This design comes from an exercise in tuning for small area and few clock cycles on the open sky130 flow, not from production work.
The RTL was checked by simulation tests, not by an equivalence proof against the original design.
Power is estimated from default activity; no workload was simulated.

Design dcache, start of the top module:
module dcache (
  input  logic        CLK,
  input  logic        nRST,
  input  logic        dmemren,
  input  logic        dmemwen,
  input  logic [31:0] dmemaddr,
  input  logic [31:0] dmemstore,
  input  logic        halt,
  output logic        dhit,
  output logic [31:0] dmemload,
  output logic        flushed,
  output logic        dren,
  output logic        dwen,
  output logic [31:0] daddr,
  output logic [31:0] dstore,
  input  logic [31:0] dload,
  input  logic        dwait
);
  localparam logic [29:0] HC_WORD = 30'h0000_0C40;   
  localparam logic [1:0] G_NONE = 2'd0, G_DEM = 2'd1, G_VB = 2'd2, G_CNT = 2'd3;
  logic [25:0] tag_q  [0:15];
  logic [31:0] dat0_q [0:15];
  logic [31:0] dat1_q [0:15];
  logic [15:0] wv0_q, wv1_q;    
  logic [15:0] wd0_q, wd1_q;    
  logic [7:0]  lru_q;           
  logic [28:0] vb_blk_q;
  logic [31:0] vb_w0_q, vb_w1_q;
  logic [1:0]  vb_d_q;          
  logic [31:0] hit_cnt_q;
  logic        cnt_done_q;
  logic [2:0]  ridx;
  logic [25:0] rtag;
  logic        rw;
  logic [15:0] fd;              
  logic        any_fd;
  logic [3:0]  pe_f;            
  logic [2:0]  sidx;
  logic [25:0] tag0, tag1;
  logic        v0, v1, m0, m1, thit, hway, vway, away;
  logic        xway;
  logic [3:0]  xf;
  logic [31:0] s0_w0, s0_w1, s1_w0, s1_w1;
  logic [31:0] s0_rd, s1_rd, x_w0, x_w1;
  logic [25:0] x_tag;
  logic [1:0]  x_d, v_d;
  logic        ok0, ok1, word_ok;
  assign ridx = dmemaddr[5:3];
  assign rtag = dmemaddr[31:6];
  assign rw   = dmemaddr[2];
  assign fd     = wd0_q | wd1_q;
  assign any_fd = |fd;
  always_comb begin
    pe_f = 4'd0;
    for (int i = 15; i >= 0; i--) begin
      if (fd[i]) pe_f = 4'(i);
    end
  end
  assign sidx = halt ? pe_f[3:1] : ridx;
  assign tag0 = tag_q[{sidx, 1'b0}];
  assign tag1 = tag_q[{sidx, 1'b1}];
  assign v0   = wv0_q[{sidx, 1'b0}] | wv1_q[{sidx, 1'b0}];
  ...
Size: about 6100 cells after synthesis, roughly 1600 flip-flops, ~200 I/O pins, roughly 72000 um^2 of cells after synthesis.
Settings: LEC_CHECK=0, CAP_MARGIN=20, CORE_MARGIN=2, CORE_UTILIZATION=55, CTS_BUF_LIST=sky130_fd_sc_hd__clkbuf_4, CTS_CLUSTER_DIAMETER=45, CTS_CLUSTER_SIZE=9, PLACE_DENSITY=0.65, SLEW_MARGIN=20; clock period 12.0 ns.
run.sh (not shown) runs the stock make flow with config.mk's settings and CLKGATE_MAP_FILE= SYNTH_SCRIPT=/design/flow/synth_recipe.tcl, a recipe that flattens the netlist after the stock synthesis.
Testbench counts at the start, summed over its fixed seeds: cycles 4,131.
Change:
--- a/flow/design.v
+++ b/flow/design.v
@@ -87,13 +87,17 @@
   assign m0   = v0 && (tag0 == rtag);
   assign m1   = v1 && (tag1 == rtag);
   assign thit = m0 || m1;
   assign hway = m1;
   assign vway = !v0 ? 1'b0 : !v1 ? 1'b1 : lru_q[sidx];
   assign away = thit ? hway : vway;
-  assign xway = halt ? pe_f[0] : thit ? !hway : vway;
+  logic [1:0] o_d;
+  assign o_d  = {wd1_q[{sidx, !hway}], wd0_q[{sidx, !hway}]};
+  assign xway = halt ? pe_f[0] :
+                thit ? (((o_d != 2'b00) || dmemwen) ? !hway : hway) :
+                       ((v_d != 2'b00) ? vway : !vway);
   assign xf   = {sidx, xway};
   assign s0_w0 = dat0_q[{sidx, 1'b0}];
   assign s0_w1 = dat1_q[{sidx, 1'b0}];
   assign s1_w0 = dat0_q[{sidx, 1'b1}];
   assign s1_w1 = dat1_q[{sidx, 1'b1}];
   assign s0_rd = rw ? s0_w1 : s0_w0;
@@ -109,14 +113,14 @@
   logic        vb_busy, vb_wsel, vb_last, vb_hazard;
   logic        dem_rd;
   logic [1:0]  gnt;
   assign vb_busy   = |vb_d_q;
   assign vb_wsel   = !vb_d_q[0];
   assign vb_last   = (vb_d_q != 2'b11);
-  assign vb_hazard = vb_busy && (vb_blk_q == {rtag, ridx});
-  assign dem_rd = dmemren && (thit ? !word_ok : ((v_d == 2'b00) || !vb_busy) && !vb_hazard);
+  assign vb_hazard = (vb_blk_q == {rtag, ridx}) && (rw ? vb_d_q[1] : vb_d_q[0]);
+  assign dem_rd = dmemren && !vb_hazard && (thit ? !word_ok : ((v_d == 2'b00) || !vb_busy));
   always_comb begin
     if (dem_rd)                               gnt = G_DEM;
     else if (vb_busy)                         gnt = G_VB;
     else if (halt && !any_fd && !cnt_done_q)  gnt = G_CNT;
     else                                      gnt = G_NONE;
   end
@@ -126,13 +130,13 @@
                   vb_busy ? {vb_blk_q, vb_wsel, 2'b00} : {HC_WORD, 2'b00};
   assign dstore = !vb_busy ? hit_cnt_q : (vb_wsel ? vb_w1_q : vb_w0_q);
   logic vb_free, dhit_r, dhit_w, alloc, dem_done, vb_load;
   assign vb_free  = !vb_busy || ((gnt == G_VB) && !dwait && vb_last);
   assign dem_done = (gnt == G_DEM) && !dwait;
   assign dhit_r = dmemren && (word_ok || dem_done);
-  assign dhit_w = dmemwen && (thit || (((v_d == 2'b00) || !vb_busy || (!dwait && vb_last)) && !vb_hazard));
+  assign dhit_w = dmemwen && (thit || (v_d == 2'b00) || !vb_busy || (!dwait && vb_last));
   assign dhit   = dhit_r || dhit_w;
   assign alloc  = dhit && !thit;
   assign dmemload = ok1 ? s1_rd : ok0 ? s0_rd : dload;
   logic        dw_en, dw_word;
   logic [3:0]  dw_f;
   logic [31:0] dw_data;
Sequential cell count stays the same.
Cell count increases by 5.4%.
Synthesized cell count is higher by 6.2%.
Core utilization went up by 0.16 points.
Power goes up by about 60%.
Wire length came out higher by about 6%.
Die area came out higher by about 2%.
Sequential power increases by about 10%.
Setup slack is worse by 0.27 ns.
Critical path depth does not change.
Testbench counts after the change, summed over its fixed seeds: cycles 3,978.

==> port drivers added, routing unchanged <==
The flow's constraints put no driver on any port. The routed layouts listed below were extracted and timed again, unchanged, in two steps.
Step 1: set_driving_cell puts a clkbuf_16 on CLK and a buf_2 on each other input, an assumption about the parent block.
Step 2 adds t to the input delays and takes it off the output delays; t is the mean of the earliest and latest rising clock arrival at the registers after step 1. Input paths then give back, and output paths get back, about the clock's delay inside the block.
Three values: ideal, step 1, step 2; two values: the first two.
run	t, ns	setup WS [ns]	worst setup path after step 2	latest minus earliest clock arrival (ns)	worst slew at a driven data input, ns
the first run	1.345	0.571 / 0.504 / 0.504	input to output	0.067 / 0.066	0.09
the second run	1.343	0.302 / 0.274 / 0.269	input to register	0.105 / 0.105	0.15
After both steps setup and hold are still met in every run listed. The setup slack of the first run, which loses most, moves by -0.067 ns with the drivers and by -0.067 ns with both steps.
